This design comes from an exercise in tuning for small area, a short achievable clock period and few clock cycles on the open sky130 flow, not from production work.
In this exercise RTL edits were held to simulation tests only and were not proved equivalent to the original.

Design stick_radial_dead_zone, start of the top module:
module stick_radial_dead_zone #(
    parameter int SAMPLE_BITS = 16
) (
    input  logic                            aclk,
    input  logic                            aresetn,
    input  logic                            cfg_we,
    input  logic [srdz_pkg::DEAD_W-1:0]     cfg_wdata,    
    input  logic                            s_tvalid,
    output logic                            s_tready,
    input  logic [2*srdz_pkg::DATA_W-1:0]   s_tdata,      
    output logic                            m_tvalid,
    input  logic                            m_tready,
    output logic [2*srdz_pkg::DATA_W-1:0]   m_tdata,      
    output logic [0:0]                      m_tuser       
);
For scale: ~12,000 cells after synthesis, ~1,800 flip-flops, roughly 87 I/O pins, ~120,000 um2 of cells after synthesis.
clock: 8.0 ns
lec_check: 0
abc_area: 1
cap_margin: 30
core_margin: 2
core_utilization: 50
cts_buf_list: sky130_fd_sc_hd__clkbuf_8
cts_cluster_size: 30
hold_slack_margin: 0.0
setup_slack_margin: 3.0
slew_margin: 30
tns_end_percent: 0
run.sh (not shown) runs the stock make flow with config.mk's settings and CLKGATE_MAP_FILE= SYNTH_SCRIPT=/design/flow/synth_recipe.tcl, a recipe that flattens the netlist after the stock synthesis.
Testbench counts at the start, summed over its fixed seeds: cycles 12,184.
Rerun with:
--- a/flow/config.mk
+++ b/flow/config.mk
@@ -7,11 +7,9 @@
 export LEC_CHECK = 0
 export ABC_AREA = 1
-export CAP_MARGIN = 30
+export CAP_MARGIN = 20
 export CORE_MARGIN = 2
 export CORE_UTILIZATION = 50
 export CTS_BUF_LIST = sky130_fd_sc_hd__clkbuf_8
 export CTS_CLUSTER_SIZE = 30
-export HOLD_SLACK_MARGIN = 0.0
-export SETUP_SLACK_MARGIN = 3.0
-export SLEW_MARGIN = 30
-export TNS_END_PERCENT = 0
+export SETUP_SLACK_MARGIN = 2.5
+export SLEW_MARGIN = 20
Outcome: The new run reached the layout checks and failed them: capacitance limit, slew limit; synthesized area does not change; non-clock buffer count is lower by 137; die area does not change; worst setup slack loses 63 ps; via count is lower slightly.
Rerun with:
--- a/flow/config.mk
+++ b/flow/config.mk
@@ -7,5 +7,5 @@
 export LEC_CHECK = 0
 export ABC_AREA = 1
-export CAP_MARGIN = 20
+export CAP_MARGIN = 30
 export CORE_MARGIN = 2
 export CORE_UTILIZATION = 50
@@ -13,3 +13,3 @@
 export CTS_CLUSTER_SIZE = 30
 export SETUP_SLACK_MARGIN = 2.5
-export SLEW_MARGIN = 20
+export SLEW_MARGIN = 30
After rerunning:
- The changed run produced a clean layout
- routed wire length goes up by about 0.9%
- clock skew goes up by 14 ps
- synthesized cell count does not change
- setup slack loses 38 ps
- global-route usage barely changes
- cell area goes up by about 0.43%
- clock-buffer cell count goes up by 4
- sequential cell count stays the same
Rerun with:
--- a/flow/config.mk
+++ b/flow/config.mk
@@ -12,4 +12,6 @@
 export CTS_BUF_LIST = sky130_fd_sc_hd__clkbuf_8
 export CTS_CLUSTER_SIZE = 30
-export SETUP_SLACK_MARGIN = 2.5
+export PLACE_DENSITY = 0.75
+export SETUP_SLACK_MARGIN = 3.0
 export SLEW_MARGIN = 30
+export TNS_END_PERCENT = 0
The new run passed the timing, design-rule and antenna checks; global-route usage shrinks by 1.5 points; worst setup slack gets better by 15 ps; clock skew hardly moves; die area stays the same.

========
## the previous run
stick_radial_dead_zone, a different RTL version from the one above (not shown whole).
For scale: ~12000 cells after synthesis, ~87 I/O pins, roughly 0.12 mm2 of cells after synthesis.
==> flow/config.mk <==
export PLATFORM = sky130hd
export DESIGN_NAME = stick_radial_dead_zone
export DESIGN_NICKNAME = stick_radial_dead_zone
export VERILOG_FILES = /design/flow/design.v
export SDC_FILE = /design/flow/constraint.sdc
export NUM_CORES = 4
export LEC_CHECK = 0
export ABC_AREA = 1
export CAP_MARGIN = 30
export CORE_MARGIN = 2
export CORE_UTILIZATION = 65
export CTS_BUF_LIST = sky130_fd_sc_hd__clkbuf_8
export CTS_CLUSTER_SIZE = 30
export SETUP_SLACK_MARGIN = 3.0
export SLEW_MARGIN = 30
export TNS_END_PERCENT = 0
==> flow/constraint.sdc <==
create_clock -name core_clock -period 8.0 [get_ports {aclk}]
set_input_delay 1.6000 -clock core_clock [delete_from_list [all_inputs] [get_ports {aclk}]]
set_output_delay 1.6000 -clock core_clock [all_outputs]
set_load 0.01 [all_outputs]
The previous run finished every step from synthesis to the final layout, and the layout passed the timing, design-rule and antenna checks.
Testbench counts of the previous run, summed over its fixed seeds: cycles 12,184.
Changes in the current run relative to the previous run:
- a change of SETUP_SLACK_MARGIN from 3.0 to 3.5
- a change of CORE_UTILIZATION from 65 to 55
Between the previous run and the current run, the layout net count does not differ in any meaningful way. The current run against the previous run: worst slack on hold paths now sits lower, wire length on met3 shows a reduction of 25%. Worst setup slack in the current run is 0.021 ns higher than in the previous run.

==> separate check: timing with driven ports <==
No port has a modelled driver above. Below, the same layouts with a new extraction and two added sets of constraints. Step 1: set_driving_cell puts a clkbuf_16 on aclk and a buf_2 on each other input, an assumption about the parent block. Step 2 moves the port delays by t, midway between the first and last clock arrival at a register: inputs arrive t later, outputs are due t later. That takes back most of the time a late clock gives input paths. Three values: ideal ports, drivers, drivers and shift; two values: the first two.
| run | t (ns) | setup WS [ns] | hold WS [ns] | slew at the worst register clock pin (ns) |
|---|---|---|---|---|
| the first run of note 1 | 1.118 | 2.763 / 2.763 / 2.763 | 0.319 / 0.319 / 0.319 | 0.07 / 0.07 |
| the second run of note 1 | 1.106 | 2.700 / 2.685 / 2.700 | 0.323 / 0.323 / 0.323 | 0.07 / 0.07 |
| the third run of note 1 | 1.106 | 2.662 / 2.662 / 2.662 | 0.317 / 0.317 / 0.317 | 0.07 / 0.07 |
| the fourth run of note 1 | 1.129 | 2.676 / 2.676 / 2.676 | 0.326 / 0.326 / 0.326 | 0.08 / 0.08 |
| the previous run | 1.126 | 2.621 / 2.621 / 2.621 | 0.328 / 0.328 / 0.328 | 0.08 / 0.08 |
| the current run | 1.134 | 2.642 / 2.642 / 2.642 | 0.288 / 0.288 / 0.288 | 0.08 / 0.08 |
